This is an optimization exercise on Yosys and OpenROAD, whose aim is a short achievable clock period and few clock cycles per item, not a production implementation.
Function was checked by simulation only, so behaviour that the tests miss may differ from the original.
Power figures rest on the tool's default switching activity, not on a simulated workload.

## flow/design.v

```verilog
`default_nettype none
package cache_pkg;
  localparam int WORD_SEL_BITS = $clog2(4);
  localparam int BEAT_IDX_BITS = $clog2(4);
  localparam int SET_IDX_BITS  = $clog2(8);
  localparam int TAG_BITS      = 30 - SET_IDX_BITS - BEAT_IDX_BITS - WORD_SEL_BITS;
  typedef logic [32-1:0]                     word_t;
  typedef logic [128-1:0]                     beat_t;
  typedef logic [30-1:0]                word_addr_t;
  typedef logic [30-WORD_SEL_BITS-1:0]  beat_addr_t;
  typedef logic [WORD_SEL_BITS-1:0]                  word_sel_t;
  typedef logic [BEAT_IDX_BITS-1:0]                  beat_idx_t;
  typedef logic [SET_IDX_BITS-1:0]                   set_idx_t;
  typedef logic [TAG_BITS-1:0]                       tag_t;
  typedef logic [SET_IDX_BITS+BEAT_IDX_BITS-1:0]     lane_idx_t;   
  typedef enum logic [2:0] {
    IDLE,
    LOOKUP,       
    READ,
    RESPOND,
    EVICT,
    FETCH_REQ,
    FETCH_WAIT
  } ctrl_state_t;
  function automatic logic [WORD_SEL_BITS-1:0] word_sel_of(input logic [30-1:0] addr);
    word_sel_of = addr[WORD_SEL_BITS-1:0];
  endfunction
  function automatic logic [BEAT_IDX_BITS-1:0] beat_of(input logic [30-1:0] addr);
    beat_of = addr[WORD_SEL_BITS +: BEAT_IDX_BITS];
  endfunction
  function automatic logic [SET_IDX_BITS-1:0] set_of(input logic [30-1:0] addr);
    set_of = addr[WORD_SEL_BITS+BEAT_IDX_BITS +: SET_IDX_BITS];
  endfunction
  function automatic logic [TAG_BITS-1:0] tag_of(input logic [30-1:0] addr);
    tag_of = addr[30-1 -: TAG_BITS];
  endfunction
endpackage
`default_nettype wire
`timescale 1ns/100ps
`default_nettype none
module cache_ctrl (
  input  wire logic         clk,
  input  wire logic         reset,
  input  wire logic         cpu_req_valid,
  output logic              cpu_req_ready,
  input  wire logic [29:0]  cpu_req_addr,
  input  wire logic [31:0]  cpu_req_data,
  input  wire logic         cpu_req_write,
  output logic              cpu_resp_valid,
  output logic [31:0]       cpu_resp_data,
  output logic              mem_req_valid,
  input  wire logic         mem_req_ready,
  output logic [27:0]       mem_req_addr,
  output logic              mem_req_rw,
  output logic              mem_req_data_valid,
  input  wire logic         mem_req_data_ready,
  output logic [127:0]      mem_req_data_bits,
  input  wire logic         mem_resp_valid,
  input  wire logic [127:0] mem_resp_data
);
  localparam int RN = 32;            
  localparam int RB = $clog2(RN);
  logic        a_v, sk_v, b_v;
  logic [29:0] a_addr, sk_addr, b_addr;
  logic [31:0] a_wd, sk_wd, b_wd;
  logic        a_wr, sk_wr, b_wr;
  logic        b_hit, b_pend, b_brdy, b_vd, b_wm, b_blk, b_dsw;
  logic [7:0][22:0] tag_q;
  logic [7:0]       val_q, dirty_q, pend_q;
  logic [7:0]       blk_q;     
  logic [7:0]       chvd_q;    
  logic [7:0][3:0]  brdy_q;
  logic [7:0][15:0] wm_q;      
  logic [7:0][1:0]  cur_q;     
  logic [7:0]       dsw_v;     
  logic [7:0][15:0] dsw_1h;    
  logic [31:0][127:0] arr_q;
  logic [3:0][2:0]   ds_set;
  logic [3:0][22:0]  ds_tag, ds_vtag;
  logic [3:0][1:0]   ds_crit, ds_sw;
  logic [3:0][31:0]  ds_sd;
  logic [3:0]        ds_vd, ds_vb;
  logic [2:0]        aptr, fptr, rq_ptr, fl_ptr;
  logic [2:0]        dcnt;
  logic              desc_free;
  logic [1:0][511:0] vbuf_q;
  logic [1:0]        vb_full;
  logic              vb_w;
  logic [1:0]        vcnt;
  logic              vb_free;
  logic [1:0][3:0]   vb_pos;    
  logic              vb_r;      
  logic [1:0]        vb_cnt;    
  logic [1:0] rq_cnt, fl_cnt;
  logic       rq_wph, fl_last;
  logic [4:0] credit;
  logic [4:0] outst;
  logic [2:0]  ft_set;
  logic [7:0]  ft_s1h;
  logic [1:0]  ft_beat, ft_d;
  logic [31:0] ft_row1h;    
  logic [RN-1:0] bc_hit;   
  logic [127:0] bc_d;
  logic       cap_v, cap_slot;
  logic [1:0] cap_crit;
  logic [7:0] cap_set1h;
  logic         c_ld, c_st;
  logic [31:0]  c_rsel;     
  logic [3:0]   c_lsel;     
  logic [31:0]  c_wd;
  logic [RB-1:0] c_rob;
  logic         e_v;
  logic [31:0]  e_d;
  logic [RN-1:0] e_rob1h;
  logic [RN-1:0][31:0] rob_d;
  logic [RN-1:0]       rob_rdy, rob_wt;
  logic [RN-1:0][3:0]  rob_tag;    
  logic [RN-1:0][1:0]  rob_word;
  logic [RB:0]         rob_head, rob_tail;    
  logic [RN-1:0]       rob_t1h;               
  logic [RB:0]         rob_occ;               
  logic                rob_ok;
  logic fill_ev, fill_last_ev, pclr_ev, chn_ev, chn_cap, dfs_now;
  logic ft_blk, cap_risk, dfs_risk;
  assign ft_blk       = |(blk_q & ft_s1h);
  assign fill_ev      = mem_resp_valid;
  assign fill_last_ev = mem_resp_valid & fl_last;
  assign pclr_ev      = fill_last_ev & ~ft_blk;          
  assign chn_ev       = fill_last_ev & ft_blk;           
  assign cap_risk     = fl_last & |(chvd_q & ft_s1h);
  assign dfs_risk     = fl_last & |(dsw_v & ft_s1h);
  assign chn_cap      = mem_resp_valid & cap_risk;       
  assign dfs_now      = mem_resp_valid & dfs_risk;       
  logic [2:0]  b_set;
  logic [1:0]  b_beat, b_word;
  logic [22:0] b_tag;
  logic        b_pclr, b_chained;
  logic        go_hit, go_miss, go, stall;
  assign b_set  = b_addr[6:4];
  assign b_beat = b_addr[3:2];
  assign b_word = b_addr[1:0];
  assign b_tag  = b_addr[29:7];
  assign b_pclr    = pclr_ev & (ft_set == b_set);
  assign b_chained = b_pend & ~b_pclr;
  assign go_hit  = b_v & b_hit & rob_ok & ~(b_wr & b_blk) & ~(~b_wr & b_dsw) & ~dfs_risk;
  assign go_miss = b_v & ~b_hit & rob_ok & desc_free & (~b_vd | vb_free)
                 & (~b_pend | ~b_blk) & ~(b_vd & ~b_pend & cap_risk) & ~dfs_risk;
  assign go      = go_hit | go_miss;
  assign stall   = b_v & ~go;
  logic b_rd_ok, ld_wait;
  assign b_rd_ok = ~b_pend | b_brdy | (b_wm & ~b_blk);
  assign ld_wait = ~b_wr & (go_miss | (go_hit & ~b_rd_ok));
  logic [2:0]  a_set;
  logic [1:0]  a_beat;
  logic [22:0] a_tag;
  logic [7:0]  a_tmatch;
  logic        a_same, a_teq, a_weq, a_fs, a_chw;
  logic        n_hit, n_pend, n_brdy, n_vd, n_wm, n_blk, n_dsw;
  assign a_set  = a_addr[6:4];
  assign a_beat = a_addr[3:2];
  assign a_tag  = a_addr[29:7];
  always_comb begin
    for (int s = 0; s < 8; s++) begin
      a_tmatch[s] = val_q[s] & (tag_q[s] == a_tag);
    end
  end
  assign a_same = a_set == b_set;
  assign a_teq  = a_tag == b_tag;
  assign a_weq  = a_addr[3:0] == b_addr[3:0];
  assign a_fs   = ft_set == a_set;
  assign a_chw  = dsw_v[a_set] & dsw_1h[a_set][a_addr[3:0]];
  always_comb begin
    n_hit  = a_tmatch[a_set];
    n_pend = pend_q[a_set] & ~(pclr_ev & a_fs);
    n_brdy = brdy_q[a_set][a_beat] | (fill_ev & ~ft_blk & a_fs & (ft_beat == a_beat));
    n_vd   = val_q[a_set] & dirty_q[a_set];
    n_wm   = (chn_ev & a_fs) ? a_chw : wm_q[a_set][a_addr[3:0]];
    n_blk  = blk_q[a_set] & ~(chn_ev & a_fs);
    n_dsw  = a_chw & ~(chn_ev & a_fs);
    if (a_same & go_miss) begin
      n_hit  = a_teq;
      n_pend = 1'b1;
      n_brdy = 1'b0;
      n_vd   = b_wr;
      n_wm   = b_wr & a_weq & ~b_chained;
      n_blk  = b_chained;
      n_dsw  = b_wr & a_weq & b_chained;
    end else if (a_same & go_hit & b_wr) begin
      n_vd   = 1'b1;
      n_wm   = n_wm | a_weq;
    end
  end
  assign cpu_req_ready = ~sk_v;
  logic accept;
  assign accept = cpu_req_valid & ~sk_v;
  always_ff @(posedge clk) begin
    if (reset) begin
      a_v  <= 1'b0;
      sk_v <= 1'b0;
      b_v  <= 1'b0;
    end else if (stall) begin
      if (accept) sk_v <= 1'b1;
    end else begin
      b_v  <= a_v;
      a_v  <= sk_v | accept;
      sk_v <= 1'b0;
    end
  end
  always_ff @(posedge clk) begin
    if (stall) begin
      if (~sk_v) begin
        sk_addr <= cpu_req_addr & {30{cpu_req_valid}};
        sk_wd   <= cpu_req_data & {32{cpu_req_valid}};
        sk_wr   <= cpu_req_write & cpu_req_valid;
      end
    end else if (sk_v) begin
      a_addr <= sk_addr;
      a_wd   <= sk_wd;
      a_wr   <= sk_wr;
    end else begin
      a_addr <= cpu_req_addr;
      a_wd   <= cpu_req_data;
      a_wr   <= cpu_req_write;
    end
  end
  logic b_chw;
  assign b_chw = dsw_v[b_set] & dsw_1h[b_set][b_addr[3:0]];
  always_ff @(posedge clk) begin
    if (stall) begin
      if (pclr_ev & (ft_set == b_set)) b_pend <= 1'b0;
      if (fill_ev & ~ft_blk & (ft_set == b_set) & (ft_beat == b_beat)) b_brdy <= 1'b1;
      if (chn_ev & (ft_set == b_set)) begin
        b_blk <= 1'b0;
        b_dsw <= 1'b0;
        b_wm  <= b_chw;
      end
    end else begin
      b_addr <= a_addr;
      b_wd   <= a_wd;
      b_wr   <= a_wr;
      b_hit  <= n_hit;
      b_pend <= n_pend;
      b_brdy <= n_brdy;
      b_vd   <= n_vd;
      b_wm   <= n_wm;
      b_blk  <= n_blk;
      b_dsw  <= n_dsw;
    end
  end
  logic [1:0]  fl_d, fl_dn, tc_beat, ta_beat, ta_d;
  logic [2:0]  tc_set, ta_set;
  logic [31:0] tc_1h, ta_1h;
  logic [4:0]  outst_n;
  assign fl_d    = fl_ptr[1:0];
  assign fl_dn   = fl_d + 2'd1;
  assign outst_n = outst + 5'(mem_req_valid & mem_req_ready & ~rq_rw_h) - 5'(mem_resp_valid);
  always_comb begin
    tc_set  = ds_set[fl_d];
    tc_beat = ds_crit[fl_d] + fl_cnt;
    if (fl_last) begin
      ta_d    = fl_dn;
      ta_set  = ds_set[fl_dn];
      ta_beat = ds_crit[fl_dn];
    end else begin
      ta_d    = fl_d;
      ta_set  = ds_set[fl_d];
      ta_beat = ds_crit[fl_d] + fl_cnt + 2'd1;
    end
    for (int r = 0; r < 32; r++) begin
      tc_1h[r] = {tc_set, tc_beat} == 5'(r);
      ta_1h[r] = {ta_set, ta_beat} == 5'(r);
    end
  end
  always_ff @(posedge clk) begin
    if (reset) begin
      ft_row1h <= '0;
    end else begin
      if (outst_n == 5'd0) ft_row1h <= '0;
      else ft_row1h <= mem_resp_valid ? ta_1h : tc_1h;
    end
    for (int i = 0; i < 8; i++) begin
      ft_s1h[i] <= mem_resp_valid ? (ta_set == 3'(i)) : (tc_set == 3'(i));
    end
    if (mem_resp_valid) begin
      ft_set   <= ta_set;
      ft_beat  <= ta_beat;
      ft_d     <= ta_d;
    end else begin
      ft_set   <= tc_set;
      ft_beat  <= tc_beat;
      ft_d     <= fl_d;
    end
    bc_d   <= mem_resp_data & {128{mem_resp_valid}};    
  end
  always_ff @(posedge clk) begin
    if (reset) begin
      val_q   <= '0;
      dirty_q <= '0;
      pend_q  <= '0;
      blk_q   <= '0;
      chvd_q  <= '0;
      dsw_v   <= '0;
    end else begin
      if (pclr_ev) pend_q[ft_set] <= 1'b0;
      if (chn_ev) begin
        blk_q[ft_set]  <= 1'b0;
        chvd_q[ft_set] <= 1'b0;
        dsw_v[ft_set]  <= 1'b0;
      end
      if (go_miss) begin
        val_q[b_set]   <= 1'b1;
        dirty_q[b_set] <= b_wr;
        pend_q[b_set]  <= 1'b1;
        blk_q[b_set]   <= b_chained;
        chvd_q[b_set]  <= b_chained & b_vd;
        dsw_v[b_set]   <= b_chained & b_wr;
      end else if (go_hit & b_wr) begin
        dirty_q[b_set] <= 1'b1;
      end
    end
  end
  logic [15:0] b_w1h;
  logic [7:0]  b_set1h, ft_set1h;
  logic        st_now, wm_clr_b;
  always_comb begin
    for (int i = 0; i < 16; i++) b_w1h[i] = b_addr[3:0] == 4'(i);
    for (int i = 0; i < 8; i++) begin
      b_set1h[i]  = b_set == 3'(i);
      ft_set1h[i] = ft_s1h[i];
    end
  end
  assign st_now   = go & b_wr & ~(go_miss & b_chained);    
  assign wm_clr_b = go_miss & ~b_chained;
  always_ff @(posedge clk) begin
    if (fill_ev & ~ft_blk) begin
      brdy_q[ft_set][ft_beat] <= 1'b1;
    end
    if (go_miss) begin
      tag_q[b_set]  <= b_tag;
      brdy_q[b_set] <= 4'b0000;
      cur_q[b_set]  <= aptr[1:0];
      dsw_1h[b_set] <= b_w1h;
    end
    for (int s = 0; s < 8; s++) begin
      for (int i = 0; i < 16; i++) begin
        if ((st_now & b_set1h[s] & b_w1h[i]) |
            (chn_ev & ft_set1h[s] & dsw_v[s] & dsw_1h[s][i])) begin
          wm_q[s][i] <= 1'b1;
        end else if ((chn_ev & ft_set1h[s]) | (wm_clr_b & b_set1h[s])) begin
          wm_q[s][i] <= 1'b0;
        end
      end
    end
  end
  always_ff @(posedge clk) begin
    for (int r = 0; r < 32; r++) begin
      for (int w = 0; w < 4; w++) begin
        if (ft_row1h[r] && !wm_q[r/4][(r%4)*4+w]) begin
          arr_q[r][w*32 +: 32] <= mem_resp_data[w*32 +: 32];
        end else if (c_st && c_rsel[r] && c_lsel[w]) begin
          arr_q[r][w*32 +: 32] <= c_wd;
        end
      end
    end
  end
  logic [127:0] c_beat;
  logic [31:0]  c_rd;
  always_comb begin
    c_beat = '0;
    for (int r = 0; r < 32; r++) begin
      c_beat = c_beat | ({128{c_rsel[r]}} & arr_q[r]);
    end
    c_rd = '0;
    for (int w = 0; w < 4; w++) begin
      c_rd = c_rd | ({32{c_lsel[w]}} & c_beat[w*32 +: 32]);
    end
  end
  logic [511:0] vic_line;
  always_comb begin
    vic_line = '0;
    for (int s = 0; s < 8; s++) begin
      vic_line = vic_line | ({512{cap_set1h[s]}} &
                 {arr_q[s*4+3], arr_q[s*4+2], arr_q[s*4+1], arr_q[s*4]});
    end
  end
  always_ff @(posedge clk) begin
    if (reset) begin
      c_ld <= 1'b0;
      c_st <= 1'b0;
      e_v  <= 1'b0;
    end else begin
      c_ld <= go_hit & ~b_wr & b_rd_ok;
      c_st <= st_now | dfs_now;
      e_v  <= c_ld;
    end
  end
  logic [31:0] b_rsel1h, dfs_rsel1h;
  logic [3:0]  b_lsel1h, dfs_lsel1h;
  always_comb begin
    for (int r = 0; r < 32; r++) begin
      b_rsel1h[r]   = b_addr[6:2] == 5'(r);
      dfs_rsel1h[r] = ft_set1h[r/4] & |(dsw_1h[r/4][(r%4)*4 +: 4]);
    end
    for (int w = 0; w < 4; w++) begin
      b_lsel1h[w]   = b_addr[1:0] == 2'(w);
      dfs_lsel1h[w] = dsw_1h[ft_set][w] | dsw_1h[ft_set][4+w] | dsw_1h[ft_set][8+w] | dsw_1h[ft_set][12+w];
    end
  end
  always_ff @(posedge clk) begin
    c_rsel <= dfs_now ? dfs_rsel1h : b_rsel1h;
    c_lsel <= dfs_now ? dfs_lsel1h : b_lsel1h;
    c_wd  <= dfs_now ? ds_sd[cur_q[ft_set]] : b_wd;
    c_rob <= rob_tail[RB-1:0];
    for (int i = 0; i < RN; i++) begin
      e_rob1h[i] <= c_rob == RB'(i);
    end
    e_d   <= c_rd;
  end
  logic [1:0] ad;
  logic       free_ev;
  assign ad      = aptr[1:0];
  assign free_ev = (fptr != aptr) & (fptr != rq_ptr) & (fptr != fl_ptr);
  always_ff @(posedge clk) begin
    if (reset) begin
      aptr      <= 3'd0;
      fptr      <= 3'd0;
      dcnt      <= 3'd0;
      desc_free <= 1'b1;
      cap_v     <= 1'b0;
    end else begin
      if (go_miss) aptr <= aptr + 3'd1;
      if (free_ev) fptr <= fptr + 3'd1;
      case ({go_miss, free_ev})
        2'b10: begin
          dcnt      <= dcnt + 3'd1;
          desc_free <= dcnt != 3'd3;
        end
        2'b01: begin
          dcnt      <= dcnt - 3'd1;
          desc_free <= 1'b1;
        end
        default: begin
          desc_free <= dcnt != 3'd4;
        end
      endcase
      cap_v <= (go_miss & b_vd & ~b_chained) | chn_cap;
    end
  end
  always_ff @(posedge clk) begin
    if (desc_free) begin
      ds_set[ad]  <= b_set;
      ds_tag[ad]  <= b_tag;
      ds_vtag[ad] <= tag_q[b_set];
      ds_crit[ad] <= b_beat;
      ds_vd[ad]   <= b_vd;
      ds_vb[ad]   <= vb_w;
      ds_sw[ad]   <= b_word;
      ds_sd[ad]   <= b_wd;
    end
    if (chn_cap) begin
      cap_slot <= ds_vb[cur_q[ft_set]];
      cap_crit <= ds_crit[cur_q[ft_set]];
      for (int s = 0; s < 8; s++) begin
        cap_set1h[s] <= ft_set == 3'(s);
      end
    end else begin
      cap_slot <= vb_w;
      cap_crit <= b_beat;
      for (int s = 0; s < 8; s++) begin
        cap_set1h[s] <= b_set == 3'(s);
      end
    end
    if (cap_v) begin
      vbuf_q[cap_slot]  <= vic_line;
    end
  end
  logic        rq_ld, rq_rw_n, rq_rw_h;
  logic [27:0] rq_addr_n, rq_addr_h;
  logic req_free, rq_pend;
  logic [1:0] rq_d, rq_beat;
  assign req_free = ~mem_req_valid | mem_req_ready;
  assign rq_pend  = rq_ptr != aptr;
  assign rq_d     = rq_ptr[1:0];
  assign rq_beat  = ds_crit[rq_d] + rq_cnt;
  logic dat_acc;
  assign dat_acc = mem_req_data_valid & mem_req_data_ready;
  logic wr_issue;
  assign wr_issue = req_free & rq_pend & rq_wph & (credit != 5'd0);
  always_ff @(posedge clk) begin
    if (reset) begin
      mem_req_valid <= 1'b0;
      rq_cnt        <= 2'd0;
      rq_wph        <= 1'b0;
      rq_ptr        <= 3'd0;
      credit        <= 5'd0;
      outst         <= 5'd0;
    end else begin
      credit <= credit + 5'(dat_acc) - 5'(wr_issue);
      outst  <= outst_n;
      if (req_free) begin
        if (rq_pend) begin
          if (~rq_wph) begin
            mem_req_valid <= 1'b1;
            rq_cnt        <= rq_cnt + 2'd1;
            if (rq_cnt == 2'd3) begin
              if (ds_vd[rq_d]) rq_wph <= 1'b1;
              else rq_ptr <= rq_ptr + 3'd1;
            end
          end else if (credit != 5'd0) begin
            mem_req_valid <= 1'b1;
            rq_cnt        <= rq_cnt + 2'd1;
            if (rq_cnt == 2'd3) begin
              rq_wph <= 1'b0;
              rq_ptr <= rq_ptr + 3'd1;
            end
          end else begin
            mem_req_valid <= 1'b0;
          end
        end else begin
          mem_req_valid <= go_miss;
          if (go_miss) rq_cnt <= 2'd1;
        end
      end
    end
  end
  always_comb begin
    rq_ld = req_free;
    if (~rq_pend) begin
      rq_addr_n = {b_tag, b_set, b_beat};
      rq_rw_n   = 1'b0;
    end else if (~rq_wph) begin
      rq_addr_n = {ds_tag[rq_d], ds_set[rq_d], rq_beat};
      rq_rw_n   = 1'b0;
    end else begin
      rq_addr_n = {ds_vtag[rq_d], ds_set[rq_d], rq_beat};
      rq_rw_n   = 1'b1;
    end
  end
  always_ff @(posedge clk) begin
    if (reset) begin
      rq_addr_h <= '0;
      rq_rw_h   <= 1'b0;
    end else if (rq_ld) begin
      rq_addr_h <= rq_addr_n;
      rq_rw_h   <= rq_rw_n;
    end
    mem_req_addr <= rq_ld ? rq_addr_n : rq_addr_h;
    mem_req_rw   <= rq_ld ? rq_rw_n : rq_rw_h;
  end
  logic dat_free, dat_send, vb_done;
  logic [7:0]   dsel;        
  logic [127:0] dsel_beat, dbits_h;
  assign dat_free = ~mem_req_data_valid | mem_req_data_ready;
  assign dat_send = dat_free & vb_full[vb_r];
  assign vb_done  = dat_send & (vb_cnt == 2'd3);
  assign dsel     = vb_r ? {vb_pos[1], 4'b0000} : {4'b0000, vb_pos[0]};
  always_comb begin
    dsel_beat = '0;
    for (int i = 0; i < 8; i++) begin
      dsel_beat = dsel_beat | ({128{dsel[i]}} & vbuf_q[i/4][(i%4)*128 +: 128]);
    end
  end
  always_ff @(posedge clk) begin
    if (reset) begin
      mem_req_data_valid <= 1'b0;
      vb_r               <= 1'b0;
      vb_cnt             <= 2'd0;
      vb_full            <= 2'b00;
      vb_w               <= 1'b0;
      vcnt               <= 2'd0;
      vb_free            <= 1'b1;
    end else begin
      if (dat_free) mem_req_data_valid <= dat_send;
      if (dat_send) begin
        vb_cnt         <= vb_cnt + 2'd1;
        vb_pos[vb_r]   <= {vb_pos[vb_r][2:0], vb_pos[vb_r][3]};
      end
      if (vb_done) begin
        vb_r          <= ~vb_r;
        vb_full[vb_r] <= 1'b0;
      end
      if (cap_v) begin
        vb_full[cap_slot] <= 1'b1;
        for (int b = 0; b < 4; b++) vb_pos[cap_slot][b] <= cap_crit == 2'(b);
      end
      if (go_miss & b_vd) vb_w <= ~vb_w;
      case ({go_miss & b_vd, vb_done})
        2'b10: begin
          vcnt    <= vcnt + 2'd1;
          vb_free <= vcnt == 2'd0;
        end
        2'b01: begin
          vcnt    <= vcnt - 2'd1;
          vb_free <= 1'b1;
        end
        default: begin
          vb_free <= vcnt != 2'd2;
        end
      endcase
    end
    if (reset) dbits_h <= '0;
    else if (dat_send) dbits_h <= dsel_beat;
    mem_req_data_bits <= dat_send ? dsel_beat : dbits_h;
  end
  always_ff @(posedge clk) begin
    if (reset) begin
      fl_cnt  <= 2'd0;
      fl_last <= 1'b0;
      fl_ptr  <= 3'd0;
    end else if (mem_resp_valid) begin
      fl_cnt  <= fl_cnt + 2'd1;
      fl_last <= fl_cnt == 2'd2;
      if (fl_last) fl_ptr <= fl_ptr + 3'd1;
    end
  end
  logic rob_out;
  assign rob_out = rob_rdy[rob_head[RB-1:0]];    
  logic [3:0] new_tag;
  assign new_tag = {go_miss ? aptr[1:0] : cur_q[b_set], b_beat};
  always_ff @(posedge clk) begin
    if (reset) begin
      rob_rdy        <= '0;
      rob_wt         <= '0;
      rob_head       <= '0;
      rob_tail       <= '0;
      rob_t1h        <= RN'(1);
      rob_occ        <= '0;
      rob_ok         <= 1'b1;
      cpu_resp_valid <= 1'b0;
    end else begin
      rob_occ <= rob_tail - rob_head;
      rob_ok  <= rob_occ < (RB+1)'(RN - 3);
      if (go) begin
        rob_tail <= rob_tail + 1'b1;
        rob_t1h  <= {rob_t1h[RN-2:0], rob_t1h[RN-1]};
      end
      for (int i = 0; i < RN; i++) begin
        if (go && rob_t1h[i]) begin
          rob_rdy[i] <= b_wr;
          rob_wt[i]  <= ld_wait;
        end
        if (e_v && e_rob1h[i]) rob_rdy[i] <= 1'b1;
        if (bc_hit[i]) begin
          rob_rdy[i] <= 1'b1;
          rob_wt[i]  <= 1'b0;
        end
      end
      cpu_resp_valid <= rob_out;
      if (rob_out) begin
        rob_rdy[rob_head[RB-1:0]] <= 1'b0;
        rob_head                  <= rob_head + 1'b1;
      end
    end
  end
  always_ff @(posedge clk) begin
    for (int i = 0; i < RN; i++) begin
      if (rob_t1h[i]) begin
        rob_tag[i]  <= new_tag;
        rob_word[i] <= b_word;
      end
      if (e_v && e_rob1h[i]) begin
        rob_d[i] <= e_d;
      end else if (bc_hit[i]) begin
        rob_d[i] <= bc_d[rob_word[i]*32 +: 32];
      end
    end
    for (int i = 0; i < RN; i++) begin
      bc_hit[i] <= fill_ev & ((rob_wt[i] & (rob_tag[i] == {ft_d, ft_beat})) |
                              (go & rob_t1h[i] & ld_wait & (new_tag == {ft_d, ft_beat})));
    end
    cpu_resp_data <= rob_d[rob_head[RB-1:0]];
  end
endmodule
`default_nettype wire
`timescale 1ns/100ps
`default_nettype none
module cache_top (
  input  wire logic                  clk,
  input  wire logic                  reset,
  input  wire logic                  cpu_req_valid,
  output logic                       cpu_req_ready,
  input  wire cache_pkg::word_addr_t cpu_req_addr,
  input  wire cache_pkg::word_t      cpu_req_data,
  input  wire logic                  cpu_req_write,
  output logic                       cpu_resp_valid,
  output cache_pkg::word_t           cpu_resp_data,
  output logic                       mem_req_valid,
  input  wire logic                  mem_req_ready,
  output cache_pkg::beat_addr_t      mem_req_addr,
  output logic                       mem_req_rw,
  output logic                       mem_req_data_valid,
  input  wire logic                  mem_req_data_ready,
  output cache_pkg::beat_t           mem_req_data_bits,
  input  wire logic                  mem_resp_valid,
  input  wire cache_pkg::beat_t      mem_resp_data
);
  cache_ctrl u_cache_ctrl (
    .clk                (clk),
    .reset              (reset),
    .cpu_req_valid      (cpu_req_valid),
    .cpu_req_ready      (cpu_req_ready),
    .cpu_req_addr       (cpu_req_addr),
    .cpu_req_data       (cpu_req_data),
    .cpu_req_write      (cpu_req_write),
    .cpu_resp_valid     (cpu_resp_valid),
    .cpu_resp_data      (cpu_resp_data),
    .mem_req_valid      (mem_req_valid),
    .mem_req_ready      (mem_req_ready),
    .mem_req_addr       (mem_req_addr),
    .mem_req_rw         (mem_req_rw),
    .mem_req_data_valid (mem_req_data_valid),
    .mem_req_data_ready (mem_req_data_ready),
    .mem_req_data_bits  (mem_req_data_bits),
    .mem_resp_valid     (mem_resp_valid),
    .mem_resp_data      (mem_resp_data)
  );
endmodule
`default_nettype wire
```

## flow/flow/run.sh

```bash
#!/bin/bash
# The standard layout (standard.sh, the standard flow's own ORFS flow) with two changes:
# the port buffers are regular buffers instead of the delay buffers that
# buffer_ports picks by default, and timing repair may resize a cell to any
# drive strength (not only to cells of the same footprint).
set -euo pipefail
bash standard.sh MATCH_CELL_FOOTPRINT=0 \
  "BUFFER_PORTS_ARGS=-buffer_cell sky130_fd_sc_hd__buf_4" \
  finish > standard_make.log 2>&1
```

## flow/standard.sh

```bash
#!/bin/bash
# synth_recipe.tcl (not shown) runs the flow's synth.tcl, then flattens the netlist and writes it again
# the make line also repeats each setting of config.mk as NAME=value (left out here)
make -C /OpenROAD-flow-scripts/flow DESIGN_CONFIG=/design/flow/config.mk WORK_HOME=/design/flow/orfs CLKGATE_MAP_FILE= SYNTH_SCRIPT=/design/flow/synth_recipe.tcl "${@:-finish}"
```

## flow/config.mk

```make
export PLATFORM = sky130hd
export DESIGN_NAME = cache_top
export DESIGN_NICKNAME = cache_top
export VERILOG_FILES = /design/flow/design.v
export SDC_FILE = /design/flow/constraint.sdc
export NUM_CORES = 8
export LEC_CHECK = 0
export ABC_CLOCK_PERIOD_IN_PS = 2500
export CAP_MARGIN = 20
export CELL_PAD_IN_SITES_DETAIL_PLACEMENT = 1
export CORE_MARGIN = 2
export CORE_UTILIZATION = 40
export PLACE_DENSITY = 0.46
export SETUP_SLACK_MARGIN = 3.5
export SLEW_MARGIN = 20
export TNS_END_PERCENT = 10
```

## flow/constraint.sdc

```tcl
create_clock -name core_clock -period 6.0 [get_ports {clk}]
set_input_delay 1.2000 -clock core_clock [delete_from_list [all_inputs] [get_ports {clk}]]
set_output_delay 1.2000 -clock core_clock [all_outputs]
set_load 0.01 [all_outputs]
```

==> notes.md, run 1 <==
The flow ran to the end and the layout has no timing, DRC or antenna violations. The total global-route track usage came out at 42.92%. In the final layout, the share of cells above drive strength 1 is 39.37%. The post-synthesis share of cell area spent on full adders, half adders and majority gates is 0.1858%. The run gives 0 as the setup violation total in the final timing report. The via count of the routed design was 338100; the post-route clock period utilization was 55.79%. The horizontal die dimension was 1.029 mm. Summing the sequential cell areas from Yosys gives 56.64% of the chip area. Port buffering added 389 buffers.

The startpoint identified for the worst register-to-register timing path is u_cache_ctrl.c_rsel[18]$_DFF_P_. Data on the critical path arrives at its endpoint at 4.27 ns. After layout, the minimum clock period comes to 3.347 ns.

The die extent in y is 1.029 mm, and the final weighted congestion in routability-driven placement is 0.9763. Of all nets on the critical path, the largest fanout is 12. Summed over all nets, the half-perimeter wirelength after detailed placement is 1413 mm. For met1 alone, demand over resource in global routing was 56.98%. After synthesis, the largest area contributor takes up 51.52% of total cell area.

Counting every instance in the synthesized netlist gives 29900. Setup repair after global routing could not meet its margin everywhere. After synthesis, the netlist uses 83 different library cells.

Global routing consumed, on the met3 layer, 15.49% of the routing resources. After detailed routing, the number of remaining DRC violations is 0. The share of flip-flops with an asynchronous set or reset is 0%. Traced cell by cell, the critical path runs through buf_12 -> buf_4 -> buf_4 -> a22oi_1 -> nand4_1 -> o41ai_2 -> nand4_1. The number of H-tree branching levels is 6.

The highest clock frequency the design can meet was 0.2987 GHz; the initial DRC count was 68050. For this run, the slowest stage of the critical path takes 0.80 ns. The worst hold path begins at cpu_req_data[4]. The signed area change from the synthesized netlist to the final layout was 16.89%; the largest net degree at the start of global routing was 119. The met2 usage is 59.51%, and the compound-gate portion of the synthesized area is 11.39%. The detail route stage leaves a number of antenna-violating nets equal to 0. Per-cell routed wire length: 54.25 um. The standard-cell row count is 376, and the number of enable-type register cells in the synthesized netlist is 7208.

In this run the mean area of a mapped cell was 14.05 um2. The largest individual stage delay along the critical path comes from the cell sky130_fd_sc_hd__o41ai_2. The final number of max-transition violations is 0, and the number of buffers on the longest clock path is 5. The simple logic cell fraction of the synthesized area was 4.231%. Measured against the total synthesized area, the mux share comes to 22.90%. The min-delay analysis places its worst path in the category in2reg.

TritonCTS built the clock tree. In the synthesized netlist the dominant register cell turns out to be sky130_fd_sc_hd__edfxtp_1. Of the total synthesized cell area, the portion taken by XOR and XNOR cells is 0.8505%.

The run gives 949 as the number of buffers created by CTS. The tools report the warning count from the yosys run as 1. For the wire length of the first global-routing pass, the log shows 3074 mm. The worst setup path is of the reg2reg kind. The logs give 40.10% for the initial core utilization and 171.5 mW for the total power after layout. For the final database, setup skew stands at 0.1086 ns. Post-synthesis net count: 30150. Busiest metal layer after global routing: met2. Ranked by total cell area, the synthesized netlist is headed by sky130_fd_sc_hd__edfxtp_1, sky130_fd_sc_hd__mux2_2, sky130_fd_sc_hd__mux4_2.

The net count of the finished layout is 29780. Grouping stages by cell kind, the critical path spends the most delay in compound AO/OA/AOI/OAI gates. The tools report the initial antenna violation count as 297. The worst setup path is captured at a flip-flop. The cell at the root of the clock tree was sky130_fd_sc_hd__clkbuf_16. Dividing total power by cell area gives a power density of 349.3 nW/um2. Counting every sink on the clock net gives 8283. The number of synthesized register bits came out at 8283. The area of the core is 1048000 um2, and the remaining global-route overflow is 0.

The tools report the first element of the critical path as u_cache_ctrl.c_rsel[18]$_DFF_P_. The critical path contains buffers and inverters numbering 3 combined. The final wirelength was 2427 mm. The tools report the count of endpoints failing hold in the final timing report as 0.

The synthesized design spends more area on one cell type than any other, namely sky130_fd_sc_hd__edfxtp_1. The count of max-cap constraint violations is 0. At the worst endpoint, the required time is 6.93 ns. For the pin with the worst max-slew slack, the measured transition is 1.435 ns. The die covers 1059000 um2. For the post-synth design cell area, the log shows 420100 um2. For this design the static power due to leakage is 165.1 nW. The clock edge transition at the registers on the reported setup and hold paths was 0.06 ns; the post-detailed-route via-to-cell ratio was 7.559. STA classifies the critical path startpoint as a flip-flop. Once layout is complete, the utilization of the core stands at 46.87%. The number of hold buffers added after CTS was 0.

The run gives 317100 as the via count of the first global-routing pass. By area, the combinational part of the netlist is dominated by multiplexers. Clock latency on the worst-skew pair, taken at its later pin, is 1.28 ns. Worst ir drop on vdd: 0.0002837 V. The first TritonRoute pass finished after 10 iterations. The number of placed I/O pins was 390; the tightest slew margin relative to the limit was 4.355%.
layout by cell type, fill, tap and decap left out, drive strengths merged, types with 210 or more instances in the layout:
cell type,instances
mux2,5270
and2,393
dfxtp,1075
diode,374
o21ai,478
nor2,401
nand4,880
xor2,212
edfxtp,7208
buf,2331
nand2,1237
inv,472
a221oi,552
a21oi,210
mux4,1558
a22o,806
nand3,339
a22oi,3645
clkinv,346
clkbuf,1400
what timing repair did:
item                                     CTS  global route
endpoints found under the setup margin  8305          6124
gates resized for setup                  830           803
buffers inserted                         412           333
pin swaps                                162           159
cloned                                    55            70
area by class of cell:
class / count / area (um2)
fillers: 101100 / 556600
flip-flops and latches: 8283 / 238700
multi-input cells: 17410 / 173700
clock buffers: 1309 / 26690
repair buffers: 2422 / 26280
well taps: 13990 / 17500
clock inverters: 493 / 5390
inverters: 456 / 1828
diodes: 374 / 935.9
repair inverters: 4 / 50.05
report_power, final:
part           internal (mW)  total [mW]  switching (mW)
clock                   35.5        61.9            26.4
sequential              68.3        72.4            4.07
combinational           12.9        37.2            24.3
cells in the mapped netlist (212+ instances only):
cell and count:
sky130_fd_sc_hd__a221oi_1 550, sky130_fd_sc_hd__a22o_1 806, sky130_fd_sc_hd__a22oi_1 3645, sky130_fd_sc_hd__and2_1 386, sky130_fd_sc_hd__buf_1 645, sky130_fd_sc_hd__clkbuf_1 3047
sky130_fd_sc_hd__dfxtp_1 1075, sky130_fd_sc_hd__edfxtp_1 7208, sky130_fd_sc_hd__inv_1 448, sky130_fd_sc_hd__mux2_2 5269, sky130_fd_sc_hd__mux4_2 1558, sky130_fd_sc_hd__nand2_1 1222
sky130_fd_sc_hd__nand3_1 339, sky130_fd_sc_hd__nand4_1 880, sky130_fd_sc_hd__nor2_1 398, sky130_fd_sc_hd__o21ai_0 452, sky130_fd_sc_hd__xor2_1 212
worst register-to-register path, cell delays in order, from the launching register on:
cell                      delay (ns)
sky130_fd_sc_hd__dfxtp_4        0.37
sky130_fd_sc_hd__buf_12         0.16
sky130_fd_sc_hd__buf_4          0.36
sky130_fd_sc_hd__buf_4          0.31
sky130_fd_sc_hd__a22oi_1        0.27
sky130_fd_sc_hd__nand4_1        0.18
sky130_fd_sc_hd__o41ai_2        0.80
sky130_fd_sc_hd__nand4_1        0.57
metrics by stage:
stage	instances	hold slack, ns	setup WS, ns	instance area, um2	TNS, ns
floorplan	29900	0.3790	-2.633	420300	-2772.26
global placement	41660	0.4005	1.616	440500	0
detailed placement	41680	0.3926	1.602	441100	0
CTS	43950	0.2029	2.752	481600	0
global route	44490	0.2541	2.804	490500	0
finish	44730	0.2461	2.653	491100	0
kinds of logic after synthesis:
| kind of cell | after synthesis |
|---|---|
| AOI/OAI and AO/OA | 6345 |
| xor gates and xnor gates | 408 |
| adders and majority gates | 60 |
| buffers and inverters | 4223 |
| DFF | 8283 |
| muxes | 7005 |
| and+or+nand+nor | 3572 |
metal layers:
layer	up-vias	wire length [um]	part of all wire (%)
li1	119900	-	-
met1	177500	887100	37
met2	32680	976100	40
met3	7880	367500	15
met4	156	194600	8.0
met5	-	1561	0.064
worst paths after layout:
kind,end,slack (ns),cells past startpoint
worst max-delay path,u_cache_ctrl.e_d[10]$_DFF_P_,2.65,7
worst min-delay path,u_cache_ctrl.sk_wd[4]$_DFFE_PP_,0.25,2
worst max register to register,u_cache_ctrl.e_d[10]$_DFF_P_,2.65,7
worst min register to register,u_cache_ctrl.b_wd[31]$_DFFE_PN_,0.41,0
Testbench counts, summed over its fixed seeds: cycles 17,476, ops 12,000.
==> run 2, diff against run 1 <==
--- a/flow/design.v
+++ b/flow/design.v
@@ -66,5 +66,6 @@
   logic        a_wr, sk_wr, b_wr;
-  logic        b_hit, b_pend, b_brdy, b_vd, b_wm, b_blk, b_dsw;
+  logic        b_hit, b_pend, b_brdy, b_vd, b_wm, b_blk, b_dsw, b_chn;
   logic [7:0][22:0] tag_q;
   logic [7:0]       val_q, dirty_q, pend_q;
+  logic [7:0]       chn_q;     
   logic [7:0]       blk_q;     
@@ -111,2 +112,6 @@
   logic [RB-1:0] c_rob;
+  logic         d_v;        
+  logic [127:0] d_beat;
+  logic [3:0]   d_lsel;
+  logic [RB-1:0] d_rob;
   logic         e_v;
@@ -123,8 +128,8 @@
   logic fill_ev, fill_last_ev, pclr_ev, chn_ev, chn_cap, dfs_now;
-  logic ft_blk, cap_risk, dfs_risk;
-  assign ft_blk       = |(blk_q & ft_s1h);
+  logic ft_chn, cap_risk, dfs_risk;
+  assign ft_chn       = |(chn_q & ft_s1h);
   assign fill_ev      = mem_resp_valid;
   assign fill_last_ev = mem_resp_valid & fl_last;
-  assign pclr_ev      = fill_last_ev & ~ft_blk;          
-  assign chn_ev       = fill_last_ev & ft_blk;           
+  assign pclr_ev      = fill_last_ev & ~ft_chn;          
+  assign chn_ev       = fill_last_ev & ft_chn;           
   assign cap_risk     = fl_last & |(chvd_q & ft_s1h);
@@ -146,3 +151,3 @@
   assign go_miss = b_v & ~b_hit & rob_ok & desc_free & (~b_vd | vb_free)
-                 & (~b_pend | ~b_blk) & ~(b_vd & ~b_pend & cap_risk) & ~dfs_risk;
+                 & (~b_pend | ~b_chn) & ~(b_vd & ~b_pend & cap_risk) & ~dfs_risk;
   assign go      = go_hit | go_miss;
@@ -157,3 +162,3 @@
   logic        a_same, a_teq, a_weq, a_fs, a_chw;
-  logic        n_hit, n_pend, n_brdy, n_vd, n_wm, n_blk, n_dsw;
+  logic        n_hit, n_pend, n_brdy, n_vd, n_wm, n_blk, n_dsw, n_chn;
   assign a_set  = a_addr[6:4];
@@ -174,6 +179,7 @@
     n_pend = pend_q[a_set] & ~(pclr_ev & a_fs);
-    n_brdy = brdy_q[a_set][a_beat] | (fill_ev & ~ft_blk & a_fs & (ft_beat == a_beat));
+    n_brdy = brdy_q[a_set][a_beat] | (fill_ev & ~ft_chn & a_fs & (ft_beat == a_beat));
     n_vd   = val_q[a_set] & dirty_q[a_set];
-    n_wm   = (chn_ev & a_fs) ? a_chw : wm_q[a_set][a_addr[3:0]];
+    n_wm   = (chn_ev & a_fs & blk_q[a_set]) ? a_chw : wm_q[a_set][a_addr[3:0]];
     n_blk  = blk_q[a_set] & ~(chn_ev & a_fs);
+    n_chn  = chn_q[a_set] & ~(chn_ev & a_fs);
     n_dsw  = a_chw & ~(chn_ev & a_fs);
@@ -184,5 +190,6 @@
       n_vd   = b_wr;
-      n_wm   = b_wr & a_weq & ~b_chained;
-      n_blk  = b_chained;
-      n_dsw  = b_wr & a_weq & b_chained;
+      n_wm   = b_wr & a_weq & ~(b_chained & b_vd);
+      n_blk  = b_chained & b_vd;
+      n_chn  = b_chained;
+      n_dsw  = b_wr & a_weq & b_chained & b_vd;
     end else if (a_same & go_hit & b_wr) begin
@@ -230,7 +237,8 @@
       if (pclr_ev & (ft_set == b_set)) b_pend <= 1'b0;
-      if (fill_ev & ~ft_blk & (ft_set == b_set) & (ft_beat == b_beat)) b_brdy <= 1'b1;
+      if (fill_ev & ~ft_chn & (ft_set == b_set) & (ft_beat == b_beat)) b_brdy <= 1'b1;
       if (chn_ev & (ft_set == b_set)) begin
         b_blk <= 1'b0;
+        b_chn <= 1'b0;
         b_dsw <= 1'b0;
-        b_wm  <= b_chw;
+        if (b_blk) b_wm <= b_chw;
       end
@@ -246,2 +254,3 @@
       b_blk  <= n_blk;
+      b_chn  <= n_chn;
       b_dsw  <= n_dsw;
@@ -300,2 +309,3 @@
       blk_q   <= '0;
+      chn_q   <= '0;
       chvd_q  <= '0;
@@ -306,2 +316,3 @@
         blk_q[ft_set]  <= 1'b0;
+        chn_q[ft_set]  <= 1'b0;
         chvd_q[ft_set] <= 1'b0;
@@ -313,5 +324,6 @@
         pend_q[b_set]  <= 1'b1;
-        blk_q[b_set]   <= b_chained;
+        blk_q[b_set]   <= b_chained & b_vd;
+        chn_q[b_set]   <= b_chained;
         chvd_q[b_set]  <= b_chained & b_vd;
-        dsw_v[b_set]   <= b_chained & b_wr;
+        dsw_v[b_set]   <= b_chained & b_vd & b_wr;
       end else if (go_hit & b_wr) begin
@@ -331,6 +343,6 @@
   end
-  assign st_now   = go & b_wr & ~(go_miss & b_chained);    
+  assign st_now   = go & b_wr & ~(go_miss & b_chained & b_vd);    
   assign wm_clr_b = go_miss & ~b_chained;
   always_ff @(posedge clk) begin
-    if (fill_ev & ~ft_blk) begin
+    if (fill_ev & ~ft_chn) begin
       brdy_q[ft_set][ft_beat] <= 1'b1;
@@ -348,3 +360,3 @@
           wm_q[s][i] <= 1'b1;
-        end else if ((chn_ev & ft_set1h[s]) | (wm_clr_b & b_set1h[s])) begin
+        end else if ((chn_ev & ft_set1h[s] & blk_q[s]) | (wm_clr_b & b_set1h[s])) begin
           wm_q[s][i] <= 1'b0;
@@ -366,3 +378,3 @@
   logic [127:0] c_beat;
-  logic [31:0]  c_rd;
+  logic [31:0]  d_rd;
   always_comb begin
@@ -372,5 +384,5 @@
     end
-    c_rd = '0;
+    d_rd = '0;
     for (int w = 0; w < 4; w++) begin
-      c_rd = c_rd | ({32{c_lsel[w]}} & c_beat[w*32 +: 32]);
+      d_rd = d_rd | ({32{d_lsel[w]}} & d_beat[w*32 +: 32]);
     end
@@ -388,2 +400,3 @@
       c_ld <= 1'b0;
+      d_v  <= 1'b0;
       c_st <= 1'b0;
@@ -393,3 +406,4 @@
       c_st <= st_now | dfs_now;
-      e_v  <= c_ld;
+      d_v  <= c_ld;
+      e_v  <= d_v;
     end
@@ -414,5 +428,8 @@
     for (int i = 0; i < RN; i++) begin
-      e_rob1h[i] <= c_rob == RB'(i);
+      e_rob1h[i] <= d_rob == RB'(i);
     end
-    e_d   <= c_rd;
+    d_beat <= c_beat;
+    d_lsel <= c_lsel;
+    d_rob  <= c_rob;
+    e_d    <= d_rd;
   end
@@ -487,2 +504,5 @@
   logic wr_issue;
+  logic [4:0] credit_p1, credit_m1;
+  assign credit_p1 = credit + 5'd1;
+  assign credit_m1 = credit - 5'd1;
   assign wr_issue = req_free & rq_pend & rq_wph & (credit != 5'd0);
@@ -497,3 +517,7 @@
     end else begin
-      credit <= credit + 5'(dat_acc) - 5'(wr_issue);
+      case ({dat_acc, wr_issue})
+        2'b10:   credit <= credit_p1;
+        2'b01:   credit <= credit_m1;
+        default: credit <= credit;
+      endcase
       outst  <= outst_n;
==> run 2 against run 1 <==
  * Non-clock buffer count down 404
  * Global-route usage grew 0.75 points
  * Critical path depth fell by 2
  * Sequential power up 4.0%
  * Sequential cell count increased by 147
  * Die area up 0.80%
  * Register-to-register slack lost 0.14 ns
  * Cell count is 0.37% higher
  * Worst setup slack got worse by 0.14 ns
  * First-iteration DRC count grew 1.5%
  * Critical path type unchanged
  * Now fails the layout checks on slew limit
==> notes.md, run 2 <==
The setup violation total in the final timing report is 0 (unchanged). The cell sitting at the root of the clock tree is a sky130_fd_sc_hd__clkbuf_16. The via count of the routed design was 339100 (+0.28%).

The fraction of final layout cells sized beyond drive strength 1 was 38.04% (-1.3 points); the tightest slew margin relative to the limit was -1.169% (-5.5 points). The die extent in y works out to 1.033 mm (+0.40%). The post-synth design cell area was 423500 um2 (+0.80%); the number of optimization iterations in the first detailed-route pass was 10 (unchanged). The part of the power in registers is 43.3% (+1.1 points). Count of clock tree sinks: 8430 (+1.8%). The largest area contributor in the netlist is sky130_fd_sc_hd__edfxtp_1. The initial core utilization was 40.05% (-0.055 points). In the layout the commonest cells are sky130_fd_sc_hd__edfxtp_1, sky130_fd_sc_hd__mux2_2, sky130_fd_sc_hd__a22oi_1, sky130_fd_sc_hd__mux4_2, sky130_fd_sc_hd__buf_4. Fraction of power spent switching nets: 32.25% (+0.28 points). The share of total power in the clock network is 36.0% (about the same), and the standard cell area after detailed placement is 442000 um2 (+0.21%). The run finished, with violations left.

The run gives 41880 (+0.47%) as the count of placed standard cells including taps. Maximum fanout encountered on the critical timing path: 20 (+8). TritonCTS built the clock tree. The insertion delay of the later-clocked pin in the worst-skew pair is 1.31 ns (+0.03 ns), and the remaining number of nets flagged by the antenna check after routing is 0 (unchanged). The switching power summed over all nets was 56.04 mW (+2.2%); the horizontal die dimension was 1.033 mm (+0.40%). The leakage dissipation was 162.6 nW (-1.5%). The logs give 310 (+4.4%) for the initial antenna violation count and 0 (unchanged) for the count of endpoints failing hold in the final timing report. The share of flip-flops with an asynchronous set or reset works out to 0% (unchanged). The run gives 69060 (+1.5%) as the initial DRC count. The number of buffers created by CTS is 964 (+1.6%).

The power per unit of standard cell area works out to 356.0 nW/um2 (+1.9%). The wire length of the first global-routing pass came out at 3129 mm (+1.8%). STA classifies the critical path endpoint as a flip-flop. The die outline area came out at 1067000 um2 (+0.80%).

The warning count from the yosys run came out at 1 (unchanged). Leaving out fill and tap cells, the most frequent cell in the layout is sky130_fd_sc_hd__edfxtp_1. The tools report the largest net degree at the start of global routing as 150 (+26%).

Critical path required time: 7.10 ns (+0.17 ns). Dominant register cell in the synthesized netlist: sky130_fd_sc_hd__edfxtp_1. Number of buffers on the longest clock path: 5 (unchanged). Ranked by total cell area, the synthesized netlist is headed by sky130_fd_sc_hd__edfxtp_1, sky130_fd_sc_hd__mux2_2, sky130_fd_sc_hd__mux4_2. The number of nets at the end of the flow was 29650 (-0.44%); the post-synthesis net count was 30490 (+1.1%). The kind of start point of the critical path was a flip-flop.

The run gives 43.67% (+0.75 points) as the total global-route track usage. The layout checks failed on slew limit. The number of H-tree branching levels was 6 (unchanged); the count of max-cap constraint violations was 0 (unchanged). The clock edge transition at the registers on the reported setup and hold paths is 0.06 ns (about the same), and the number of distinct library cells after synthesis is 71 (-14%). The per-cell routed wire length came out at 54.57 um (+0.58%).

The count of input and output buffers works out to 389 (unchanged). The via count of the first global-routing pass was 318600 (+0.47%); the post-layout instance count excluding filler cells was 44900 (+0.37%). The setup path with the least slack is of type reg2reg. The average cell area after synthesis came out at 14.01 um2 (-0.31%).

Cell count after synthesis: 30230 (+1.1%). Sorting the synthesized cells by how often they occur yields sky130_fd_sc_hd__edfxtp_1, sky130_fd_sc_hd__mux2_2, sky130_fd_sc_hd__a22oi_1, sky130_fd_sc_hd__clkbuf_1, sky130_fd_sc_hd__mux4_2. The actual transition at the worst max-transition pin works out to 1.518 ns (+0.08286 ns). The standard-cell row count was 378 (+0.53%).

For the number of placed I/O pins, the log shows 390 (unchanged). The number of enable-type register cells in the synthesized netlist is 7209 (+0.014%), and the remaining global-route overflow is 0 (unchanged). The number of synthesized register bits works out to 8430 (+1.8%). The detailed placer's ending HPWL came out at 1420 mm (+0.51%). The sequential area share after synthesis was 56.89% (+0.25 points). The most numerous cell in the Yosys netlist is sky130_fd_sc_hd__edfxtp_1.

The area share of the largest cell type after synthesis was 51.12% (-0.40 points). The signed area change from the synthesized netlist to the final layout works out to 15.28%. The DRC violation count after routing is 0 (unchanged).

The tools report the final weighted congestion in routability-driven placement as 0.9464 (-3.1%). The post-detailed-route via-to-cell ratio was 7.552 (about the same); the cell internal power dissipation was 117.7 mW (+0.90%). The run gives 488200 um2 (-0.59%) as the area of all placed cells without fillers. The area of the core is 1058000 um2 (+0.94%), and the final number of max-transition violations is 9 (+9). Setup repair after global routing could not meet its margin everywhere. For the highest clock frequency the design can meet, the log shows 0.2868 GHz (-4.0%). The post-route clock period utilization is 58.11% (+2.3 points).

The time the worst path needs with I/O delays and setup came out at 3.487 ns (+0.1394 ns). The data arrival at the endpoint of the critical path was 4.59 ns (+0.32 ns). The tightest min-delay check is of the in2reg type. The combinational fraction of design power is 20.7% (-1.0 points). The tools report the setup clock skew after layout as 0.1164 ns (+0.007813 ns). The tools report the worst ir drop on vdd as 0.0002836 V (about the same). The final wirelength came out at 2450 mm (+0.95%).
==> run 2: changes by cell type after synthesis, moves of 89 or more <==
cell | previous run | this run
sky130_fd_sc_hd__a22oi_1 | 3645 | 3800
sky130_fd_sc_hd__buf_1 | 645 | 337
sky130_fd_sc_hd__clkbuf_1 | 3047 | 3501
sky130_fd_sc_hd__dfxtp_1 | 1075 | 1221
sky130_fd_sc_hd__inv_1 | 448 | 350
sky130_fd_sc_hd__nand2_1 | 1222 | 1132
sky130_fd_sc_hd__nand2b_1 | 52 | 148
sky130_fd_sc_hd__nand3_1 | 339 | 470
sky130_fd_sc_hd__o21ai_0 | 452 | 665
sky130_fd_sc_hd__o221ai_1 | 101 | 7
sky130_fd_sc_hd__o41ai_1 | 173 | 34
sky130_fd_sc_hd__or4_1 | 1 | 134
sky130_fd_sc_hd__xnor2_1 | 196 | 105
sky130_fd_sc_hd__xor2_1 | 212 | 301
==> run 2: critical path: stages (launching register included) <==
cell	delay [ns]
sky130_fd_sc_hd__dfxtp_4	0.82
sky130_fd_sc_hd__buf_4	0.63
sky130_fd_sc_hd__buf_4	0.73
sky130_fd_sc_hd__a22oi_1	0.20
sky130_fd_sc_hd__nand4_1	0.16
sky130_fd_sc_hd__or4_1	0.57
==> run 2: final cells by class <==
| cell class | count | area [um2] |
|---|---|---|
| diodes | 584 | 1461 |
| clock buffers | 1346 | 27510 |
| clock inverters | 481 | 5026 |
| fillers | 103000 | 569300 |
| inverters | 358 | 1506 |
| multi-input cells | 17620 | 172700 |
| flip-flops and latches | 8430 | 241900 |
| well taps | 14060 | 17590 |
| repair buffers | 2018 | 20490 |
| repair inverters | 3 | 33.78 |
==> run 2: per-stage QoR <==
step                      hold slack, ns  util [%]  worst slack [ns]  power [mW]  TNS (ns)
after floorplan                   0.3096         -            -2.633       90.87  -2822.13
after global placement            0.3095     41.76             1.659       107.1         0
after detailed placement          0.3164     41.80             1.713       107.7         0
after CTS                         0.1395     45.47             2.694       170.3         0
after global routing              0.1904     46.11             2.690       175.7         0
final                             0.1874     46.17             2.513       173.8         0
==> run 2: power groups by stage <==
stage / clock network [mW] / registers (mW) / logic (mW)
CTS: 62.5 / 75.0 / 32.8
floorplan: 0 / 72.3 / 18.5
global route: 64.5 / 75.2 / 36.0
finish: 62.5 / 75.3 / 36.0
global placement: 0 / 76.2 / 30.8
detailed placement: 0 / 76.3 / 31.4
==> run 2: logic make-up (layout without fill, tap and decap cells) <==
| logic type | Yosys count | count (layout) | synth area share, % |
|---|---|---|---|
| xor gates and xnor gates | 406 | 406 | 0.8397 |
| adders and majority gates | 58 | 58 | 0.1784 |
| and+or+nand+nor | 3790 | 3826 | 4.566 |
| buffers and inverters | 4217 | 4206 | 3.744 |
| muxes | 6954 | 6954 | 22.66 |
| DFF | 8430 | 8430 | 56.89 |
| other | 0 | 584 | 0 |
| AOI/OAI and AO/OA | 6375 | 6376 | 11.12 |
==> run 2: per-layer routing <==
metal  part of all wire, %  GRT usage [%]
met1                    37          57.07
met2                    41          60.44
met3                    15          16.08
met4                   8.2          29.18
met5                 0.041              0
==> run 2: what timing repair did <==
action,CTS,global route
pin swaps,183,85
setup buffers,218,290
endpoints found under the setup margin,8618,8764
cloned,57,37
gates resized for setup,999,608
hold buffers,0,0
==> run 2: path summary, 6_finish.rpt <==
kind	start	end	slack, ns	depth (start not counted)
max	u_cache_ctrl.c_rsel[9]$_DFF_P_	u_cache_ctrl.d_beat[54]$_DFF_P_	2.51	5
max reg2reg	u_cache_ctrl.c_rsel[9]$_DFF_P_	u_cache_ctrl.d_beat[54]$_DFF_P_	2.51	5
min	cpu_req_data[11]	u_cache_ctrl.sk_wd[11]$_DFFE_PP_	0.19	2
min reg2reg	u_cache_ctrl.c_rob[4]$_DFF_P_	u_cache_ctrl.d_rob[4]$_DFF_P_	0.33	0
Testbench counts of run 2, summed over its fixed seeds: cycles 17,076, ops 12,000.
==> run 3, diff against run 2 <==
--- a/flow/config.mk
+++ b/flow/config.mk
@@ -11,4 +11,4 @@
 export CORE_MARGIN = 2
-export CORE_UTILIZATION = 40
-export PLACE_DENSITY = 0.46
+export CORE_UTILIZATION = 46
+export PLACE_DENSITY = 0.52
 export SETUP_SLACK_MARGIN = 3.5
==> run 3 against run 2 <==
  * The run now finishes clean
  * Combinational power is 2% lower
  * Count of clock-buffer cells in the layout shrank 54
  * Sequential cell count unchanged
  * Synthesized cell count is the same
  * Clock power is 1% lower
  * Worst hold slack gained 0.12 ns
  * Total power is 1.0% lower
  * Critical path type unchanged
  * Critical endpoint is now u_cache_ctrl.arr_q[428]$_DFFE_PP_
  * Largest cell class unchanged
  * Highest routed layer unchanged
==> notes.md, run 3 <==
The launch instance of the worst register-to-register path was u_cache_ctrl.ft_row1h[3]$_SDFF_PP0_. The fraction of final layout cells sized beyond drive strength 1 is 36.90% (-1.1 points), and the standard-cell row count is 352 (-6.9%). TritonCTS built the clock tree. The logs give 5 (unchanged) for the number of buffers on the longest clock path and 6 (unchanged) for the number of H-tree branching levels. The slack of the worst reg-to-reg path came out at 2.65 ns (+0.14 ns).

The worst setup path is captured at a flip-flop. The number of hold buffers added after CTS was 0 (unchanged); the final wirelength was 2358 mm (-3.7%). The run gives 0.1049 ns (-0.01149 ns) as the setup clock skew after layout. The run gives 71 (unchanged) as the number of distinct library cells after synthesis.

Largest area contributor in the netlist: sky130_fd_sc_hd__edfxtp_1. The dominant register cell in the synthesized netlist is sky130_fd_sc_hd__edfxtp_1. For the detailed placer's ending HPWL, the log shows 1334 mm (-6.1%). The count of placed standard cells including taps was 39960 (-4.6%).

The tools report the largest net degree at the start of global routing as 156 (+4.0%). The remaining global-route overflow was 0 (unchanged). The average cell area after synthesis came out at 14.01 um2 (unchanged). The area share of the largest cell type after synthesis came out at 51.12% (unchanged). The run gives 1 (unchanged) as the warning count from the yosys run. The logs give 3037 mm (-2.9%) for the wire length of the first global-routing pass and 30230 (unchanged) for the cell count after synthesis.

Initial core utilization: 46.12% (+6.1 points). The total global-route track usage is 48.48% (+4.8 points), and the number of optimization iterations in the first detailed-route pass is 10 (unchanged). The per-cell routed wire length was 55.15 um (+1.1%); the number of cells traversed by the worst register-to-register path was 3 (-2). The count of endpoints failing hold in the final timing report was 0 (unchanged).

The post-synth design cell area is 423500 um2 (unchanged). The tools report the kind of start point of the critical path as a flip-flop. The worst ir drop on vdd came out at 0.0002970 V (+4.7%).

sky130_fd_sc_hd__edfxtp_1 is the most common cell in the netlist. The run gives 1.26 ns (-0.05 ns) as the insertion delay of the later-clocked pin in the worst-skew pair. The worst setup path is of the reg2reg kind. The actual transition at the worst max-transition pin came out at 1.422 ns (-0.09592 ns).

The tree is rooted in a sky130_fd_sc_hd__clkbuf_16. For the number of placed I/O pins, the log shows 390 (unchanged). In this run the critical register-to-register path is captured at u_cache_ctrl.arr_q[428]$_DFFE_PP_. The maximum fanout encountered on the critical timing path works out to 32 (+60%). The DRC violation count after routing came out at 0 (unchanged). The post-route clock period utilization works out to 55.82% (-2.3 points). In the synthesized netlist, the cells that appear most often are sky130_fd_sc_hd__edfxtp_1, sky130_fd_sc_hd__mux2_2, sky130_fd_sc_hd__a22oi_1, sky130_fd_sc_hd__clkbuf_1, sky130_fd_sc_hd__mux4_2. The die extent in y was 963.5 um (-6.7%). The worst hold-check path type is in2reg. For the number of buffers created by CTS, the log shows 936 (-2.9%). The first element of the critical path is u_cache_ctrl.ft_row1h[3]$_SDFF_PP0_. The flow ran to the end and the layout has no timing, DRC or antenna violations. The via count of the first global-routing pass is 321200 (+0.83%), and the post-synthesis net count is 30490 (unchanged). For the filler cell count, the log shows 86510 (-16%). Final number of max-transition violations: 0 (-9).

The clock edge transition at the registers on the reported setup and hold paths was 0.06 ns (about the same); the highest clock frequency the design can meet was 0.2986 GHz (+4.1%). The horizontal die dimension was 963.5 um (-6.7%); the initial DRC count was 75380 (+9.2%). The run gives 342900 (+1.1%) as the via count of the routed design. The number of synthesized register bits was 8430 (unchanged); the time the worst path needs with I/O delays and setup was 3.349 ns (-0.1377 ns). For the area of the core, the log shows 918300 um2 (-13%). The tools report the count of clock tree sinks as 8430 (unchanged). The leakage dissipation was 160.8 nW (-1.1%); the tightest slew margin relative to the limit was 5.226% (+6.4 points). Setup repair after global routing could not meet its margin everywhere.

The leading cell type in the layout, fill and taps excluded is sky130_fd_sc_hd__edfxtp_1. The signed area change from the synthesized netlist to the final layout is 13.84%, and the remaining number of nets flagged by the antenna check after routing is 0 (unchanged). The post-layout instance count excluding filler cells came out at 42770 (-4.8%). The power per unit of standard cell area came out at 356.8 nW/um2 (+0.24%). The initial antenna violation count is 319 (+2.9%), and the final weighted congestion in routability-driven placement is 0.9658 (+2.0%). Data arrival at the endpoint of the critical path: 4.00 ns (-0.59 ns). For the die outline area, the log shows 928300 um2 (-13%). The critical path ends at u_cache_ctrl.arr_q[428]$_DFFE_PP_. The number of nets at the end of the flow is 29460 (-0.64%). The sequential area share after synthesis was 56.89% (unchanged); the count of max-cap constraint violations was 0 (unchanged).

In the layout the commonest cells are sky130_fd_sc_hd__edfxtp_1, sky130_fd_sc_hd__mux2_2, sky130_fd_sc_hd__a22oi_1, sky130_fd_sc_hd__mux4_2, sky130_fd_sc_hd__buf_4. The run gives 0 ns (unchanged) as the final sum of negative setup slack. The total power after layout is 172.0 mW (-1.0%). The number of enable-type register cells in the synthesized netlist is 7209 (unchanged), and the post-detailed-route via-to-cell ratio is 8.019 (+6.2%).

The share of flip-flops with an asynchronous set or reset was 0% (unchanged); the critical path required time was 6.65 ns (-0.45 ns). The count of input and output buffers works out to 389 (unchanged). By area the synthesized netlist is led by sky130_fd_sc_hd__edfxtp_1, sky130_fd_sc_hd__mux2_2, sky130_fd_sc_hd__mux4_2.

The tools report the setup violation total in the final timing report as 0 (unchanged).
==> run 3: cell families after synthesis <==
logic type / Yosys count / synth area share, %
compound gates: 6375 / 11.12
xor+xnor: 406 / 0.8397
fa+ha+maj: 58 / 0.1784
buf+inv: 4217 / 3.744
flops: 8430 / 56.89
mux: 6954 / 22.66
simple gates: 3790 / 4.566
==> run 3: worst min-delay path by stage <==
stage / start / to / slack (ns) / cells after the start
floorplan: u_cache_ctrl.c_rob[0]$_DFF_P_ / u_cache_ctrl.d_rob[0]$_DFF_P_ / 0.31 / 0
global placement: u_cache_ctrl.c_rob[3]$_DFF_P_ / u_cache_ctrl.d_rob[3]$_DFF_P_ / 0.31 / 0
detailed placement: u_cache_ctrl.c_rob[2]$_DFF_P_ / u_cache_ctrl.d_rob[2]$_DFF_P_ / 0.31 / 0
CTS: cpu_req_addr[1] / u_cache_ctrl.sk_addr[1]$_DFFE_PP_ / 0.28 / 2
global route: cpu_req_addr[1] / u_cache_ctrl.sk_addr[1]$_DFFE_PP_ / 0.30 / 2
finish: cpu_req_addr[2] / u_cache_ctrl.sk_addr[2]$_DFFE_PP_ / 0.31 / 2
==> run 3: area by class of cell <==
| cell class | instances | area (um2) | share of cell area, % |
|---|---|---|---|
| tap | 12210 | 15280 | 3.170 |
| clock inverter | 456 | 5194 | 1.077 |
| antenna | 537 | 1344 | 0.2787 |
| timing repair inverter | 3 | 33.78 | 0.007007 |
| clock buffer | 1292 | 26490 | 5.494 |
| timing repair buffer | 1866 | 19020 | 3.946 |
| sequential | 8430 | 241700 | 50.14 |
| multi-input combinational | 17610 | 171500 | 35.58 |
| inverter | 358 | 1499 | 0.3109 |
==> run 3: where the power goes <==
group	internal (mW)	switching (mW)	total, mW
logic	12.0	23.1	35.1
clock network	35.1	26.5	61.6
registers	69.8	5.54	75.4
total	117	55.1	172
==> run 3: critical path: stages, from the launching register on <==
cell	delay (ns)
sky130_fd_sc_hd__dfxtp_1	0.46
sky130_fd_sc_hd__nand2b_4	0.55
sky130_fd_sc_hd__buf_4	0.80
sky130_fd_sc_hd__nand2_4	0.88
==> run 3: metrics by stage <==
step | setup slack [ns] | instance area, um2 | hold slack (ns) | utilization [%]
after floorplan | -2.633 | 423600 | 0.3096 | -
after global placement | 1.803 | 438900 | 0.3115 | 47.79
after detailed placement | 1.809 | 439000 | 0.3135 | 47.81
after CTS | 2.785 | 475600 | 0.2787 | 51.80
after global routing | 2.793 | 481400 | 0.2962 | 52.42
final | 2.651 | 482100 | 0.3074 | 52.50
==> run 3: metal layers <==
metal	up-vias	share of wire, %	global-route usage [%]
li1	119700	-	-
met1	176700	34	61.10
met2	36530	39	65.09
met3	9807	17	22.47
met4	158	9.3	34.92
met5	-	0.085	1.239
==> run 3: repair_timing <==
item	CTS	global route
endpoints found under the hold margin	0	0
cloned	47	32
gates resized for setup	628	419
buffers inserted	184	241
setup endpoints to repair	8434	8096
pin swaps	66	64

-- port drivers added, routing unchanged --
The flow's constraints put no driver on any port. The routed layouts listed below were extracted and timed again, unchanged, in two steps.
Step 1: set_driving_cell puts a clkbuf_16 on clk and a buf_2 on each other input, an assumption about the parent block.
Step 2, shift: input delay + t, output delay - t, t = (earliest + latest rising clock arrival at the registers) / 2. This alone moves slack from input paths to output paths.
a / b / c = ideal ports / drivers / drivers and shift; a / b = the first two.
| run | t (ns) | setup slack, ns | worst register clock-pin slew, ns |
|---|---|---|---|
| run 1 | 1.394 | 2.653 / 2.600 / 2.175 | 0.07 / 0.07 |
| run 2 | 1.434 | 2.513 / 2.495 / 2.070 | 0.07 / 0.07 |
| run 3 | 1.372 | 2.651 / 2.558 / 1.914 | 0.07 / 0.07 |
The setup slack of run 3, which loses most, moves by -0.093 ns with the drivers and by -0.737 ns with both steps.
